This design comes from an exercise in tuning for small area and a short achievable clock period on the open sky130 flow, not from production work.
In this exercise RTL edits were held to simulation tests only and were not proved equivalent to the original.

<file path="flow/run.sh">
#!/bin/bash
# synth_recipe.tcl (not shown) runs the flow's synth.tcl, then flattens the netlist and writes it again
# the make line also repeats each setting of config.mk as NAME=value (left out here)
make -C /OpenROAD-flow-scripts/flow DESIGN_CONFIG=/design/flow/config.mk WORK_HOME=/design/flow/orfs CLKGATE_MAP_FILE= SYNTH_SCRIPT=/design/flow/synth_recipe.tcl finish
</file>
<file path="flow/design.v">
module bin_mult #(
  parameter int WIDTH  = 32,
  parameter int STAGES = 4
) (
  input  logic               CLK,
  input  logic               rst_n,
  input  logic [WIDTH-1:0]   A,
  input  logic [WIDTH-1:0]   B,
  output logic [2*WIDTH-1:0] C
);
  localparam int K  = WIDTH / STAGES;
  localparam int PW = 2 * WIDTH;
  logic [WIDTH-1:0] a_reg    [0:STAGES-1];
  logic [WIDTH-1:0] b_reg    [0:STAGES-1];
  logic [PW-1:0]    acc_reg  [0:STAGES];
  logic [PW-1:0]    acc_next [1:STAGES];
  genvar gi;
  generate
    for (gi = 1; gi <= STAGES; gi++) begin : g_stage
      logic [K-1:0]  b_slice;
      logic [PW-1:0] a_ext;
      logic [PW-1:0] pp;
      assign b_slice = b_reg[gi-1][(gi-1)*K +: K];
      assign a_ext   = {{WIDTH{1'b0}}, a_reg[gi-1]};
      always_comb begin
        pp = '0;
        for (int j = 0; j < K; j++) begin
          pp = pp + ((a_ext & {PW{b_slice[j]}}) << j);
        end
      end
      assign acc_next[gi] = acc_reg[gi-1] + (pp << ((gi-1)*K));
    end
  endgenerate
  always_ff @(posedge CLK or posedge rst_n) begin
    if (rst_n) begin
      for (int i = 0; i < STAGES; i++) begin
        a_reg[i] <= '0;
        b_reg[i] <= '0;
      end
      for (int i = 0; i <= STAGES; i++) begin
        acc_reg[i] <= '0;
      end
    end else begin
      a_reg[0]   <= A;
      b_reg[0]   <= B;
      acc_reg[0] <= '0;
      for (int i = 1; i < STAGES; i++) begin
        a_reg[i] <= a_reg[i-1];
        b_reg[i] <= b_reg[i-1];
      end
      for (int i = 1; i <= STAGES; i++) begin
        acc_reg[i] <= acc_next[i];
      end
    end
  end
  assign C = acc_reg[STAGES];
endmodule
</file>
<file path="flow/config.mk">
export PLATFORM = sky130hd
export DESIGN_NAME = bin_mult
export DESIGN_NICKNAME = bin_mult
export VERILOG_FILES = /design/flow/design.v
export SDC_FILE = /design/flow/constraint.sdc
export NUM_CORES = 4
export LEC_CHECK = 0
export CAP_MARGIN = 20
export CORE_MARGIN = 2
export CORE_UTILIZATION = 40
export SLEW_MARGIN = 20
</file>
<file path="flow/constraint.sdc">
create_clock -name core_clock -period 9.0 [get_ports {CLK}]
set_input_delay 1.8000 -clock core_clock [delete_from_list [all_inputs] [get_ports {CLK}]]
set_output_delay 1.8000 -clock core_clock [all_outputs]
set_load 0.01 [all_outputs]
</file>
==> flow_summary.toml <==
[finish]
largest_register_ffs = 216
fin_nets = 5896
design_area_um2 = 51300
utilization = 0.443
area_growth_pct = 10.4
drive_above_1_share = 0.0294
final.fill_count = 11127

[cts]
clock_sinks = 424
cts_tree = "built"
cts_setup_buffers = 0
h-tree-depth = 2
clk_latency_ns = 0.66
clk_path_buf_depth = 3
clockRootBuffer = "clkbuf_16"
clk_pin_slew_ns = 0.06
cts_resized = 0
hold_buffers = 0
tritoncts.num_buffers = 51

[sta]
slew_headroom = 0.186
period_share = 0.920
hold_viol = 0
setup_viol = 0
fmax_ghz = 0.121
drv_slew = 0
fin_crit_ns = 8.28
hold_ws_ns = 0.344
worstMarginPinSlew_ns = 1.22
rsz0062_at_grt = "no"
finalClockSkew_ns = 0.0265
fin_tns_setup_ns = 0

[placement]
gp_congestion = 0.872
io_buffers = 129
placed_area_um2 = 49400
dp_hpwl_um = 85600

[synthesis]
ys_ff_latch = 424
async_reset_ff_frac = 1.00
synth_edf_count = 0
yosys-top-cells-area = "fa_1 (32%), dfrtp_1 (23%), ha_1 (9.2%)"
netlist_instances = 4663
synth.distinct_cells = 77
synth_top_cell_area_share = 0.315
ys.flop_type = "dfrtp_1"
synth_top_area_cell = "fa_1"
ys_warn_count = 5
synth_area_um2 = 46400
syn_avg_cell_area_um2 = 9.96
seq_area_frac_synth = 0.228

[floorplan]
core_um2 = 116000
die_w_um = 345
dieArea_um2 = 119000
pin_count = 130
rows = 125
start_util = 0.401
fp.dieH_um = 345

[worst_setup_path]
cpMaxStageDelayCell = "dfrtp_1"
ff2ff_setup_slack_ns = 0.72
arrival_ns = 8.79
cp_max_fo = 32
critPathKind = "reg -> reg"
slowest_delay_ns = 1.05
cp.required_ns = 9.50
worstSetupEndpoint = "acc_reg[2][47]$_DFF_PP0_"
end_kind = "register"
reg2reg_depth = 25
r2r_end = "acc_reg[2][47]$_DFF_PP0_"
worst_setup_path_start_kind = "register"
crit_start = "b_reg[1][9]$_DFF_PP0_"
crit_top_cell = "fa_1"
worstReg2RegStart = "b_reg[1][9]$_DFF_PP0_"

[job]
max_cap_violations = 0

[min_path]
worstHoldStart = "acc_reg[3][6]$_DFF_PP0_"
hold_class = "reg -> reg"

[grt]
grt_max_degree = 155
grt_pass1_wl_um = 178000
overflow = 0
grt_most_used_layer = "met2"
grt_pass1_vias = 33995
gr-usage-met2 = 0.309
grt_util_all_layers = 0.186
use_met3 = 0.0255
use_met1 = 0.259
antenna_found_initial = 0

[route]
vias = 31959
wirelength_um = 107000
antenna_left = 0
post-route-drc-count = 0
wl_per_cell_um = 16.9
drt_first_pass_iters = 5
drt_iter0_drc = 1466
viasPerCell = 5.06

[status]
outcome = "finished clean"
placed cells by master, fill, tap and decap left out, types with 26 or more instances in the layout:
master           count
fa_1               731
inv_1              648
and2_1             602
nand2_1            542
dfrtp_1            424
ha_1               343
a21oi_1            202
xnor2_1            154
nor2_1             134
clkdlybuf4s50_1    129
a21o_1             113
o21ai_0            100
xor2_1              75
nand3_1             59
clkbuf_16           51
o21a_1              42
nor3_1              38
o21bai_1            37
a211oi_1            26
routing by layer:
layer  vias up  wire length (um)
met4         0              2300
li1      14963                 -
met5         -                 0
met1     16288             50100
met2       585             49800
met3       123              4500
worst max-delay path: cells and delay by family (launching register included):
| kind | cells | cell delay (ns) |
|---|---|---|
| buffers and inverters | 1 | 0.21 |
| flip-flops | 1 | 1.05 |
| XOR/XNOR | 2 | 0.32 |
| AND/OR/NAND/NOR | 3 | 0.51 |
| adder cells (fa/ha/maj) | 7 | 2.75 |
| AO/OA/AOI/OAI | 12 | 3.27 |
Yosys cell counts, types with 7 or more instances:
library cell,n
a2111oi_0,7
a211oi_1,26
a21boi_0,8
a21o_1,113
a21oi_1,202
a221o_1,7
a31o_2,7
a31oi_1,20
and2_1,602
and3_1,20
clkbuf_1,114
dfrtp_1,424
fa_1,731
ha_1,343
inv_1,649
nand2_1,542
nand2b_1,19
nand3_1,59
nand4_1,18
nor2_1,134
nor2b_1,25
nor3_1,38
nor3b_1,8
nor4_1,10
o211ai_1,16
o21a_1,42
o21ai_0,100
o21bai_1,37
o31ai_1,10
or2_2,9
or3_1,7
xnor2_1,154
xor2_1,75
final cells by class:
type	instances	area, um^2	area share
inverter	649	2440	0.0476
timing repair buffer	155	1520	0.0296
multi-input combinational	3475	33000	0.643
clock buffer	67	1410	0.0274
antenna	1	2.50	0.0000488
tap	1524	1910	0.0372
clock inverter	27	423	0.00825
sequential	424	10600	0.207
per-stage QoR:
stage,cells,worst slack (ns)
2_1_floorplan,4664,1.48
3_3_place_gp,6226,0.875
3_5_place_dp,6226,0.761
4_1_cts,6320,0.738
5_1_grt,6321,0.261
6_report,6322,0.717
worst min-delay path by stage:
stage          slack (ns)                        to  cells past startpoint
2_1_floorplan        0.33   acc_reg[2][0]$_DFF_PP0_                      0
3_3_place_gp         0.33    b_reg[2][26]$_DFF_PP0_                      0
3_5_place_dp         0.33  acc_reg[3][12]$_DFF_PP0_                      0
4_1_cts              0.35   acc_reg[4][7]$_DFF_PP0_                      0
5_1_grt              0.35    b_reg[1][27]$_DFF_PP0_                      0
6_report             0.34   acc_reg[4][6]$_DFF_PP0_                      0
cells by family (layout without fill, tap and decap cells):
family / Yosys count / in the layout / share of synthesized area
mux: 2 / 2 / 0.000431
xor+xnor: 229 / 229 / 0.0432
compound gates: 656 / 656 / 0.0923
other cells: 1 / 3 / 0.0000808
fa+ha+maj: 1074 / 1074 / 0.408
simple gates: 1512 / 1512 / 0.166
buf+inv: 765 / 898 / 0.0619
flops: 424 / 424 / 0.228

==> port drivers added, routing unchanged <==
No port has a modelled driver above. Below, the same layout with a new extraction and two added sets of constraints.
Step 1: set_driving_cell puts a clkbuf_16 on CLK and a buf_2 on each other input, an assumption about the parent block.
Step 2 also shifts input and output timing later by t, the mid clock arrival at the registers, as if the neighbouring blocks saw the same clock.
Three values: no drivers, after step 1, after step 2; two values: the first two.
t, ns: 0.714
setup WS [ns]: 0.717 / 0.717 / 0.717
hold WS [ns]: 0.344 / 0.344 / 0.344
worst register clock-pin slew, ns: 0.07 / 0.07
cell pins on the clock port's net: 1
After both steps this run still meets setup and hold. The setup slack of this run moves by 0.000 ns with the drivers and by 0.000 ns with both steps.
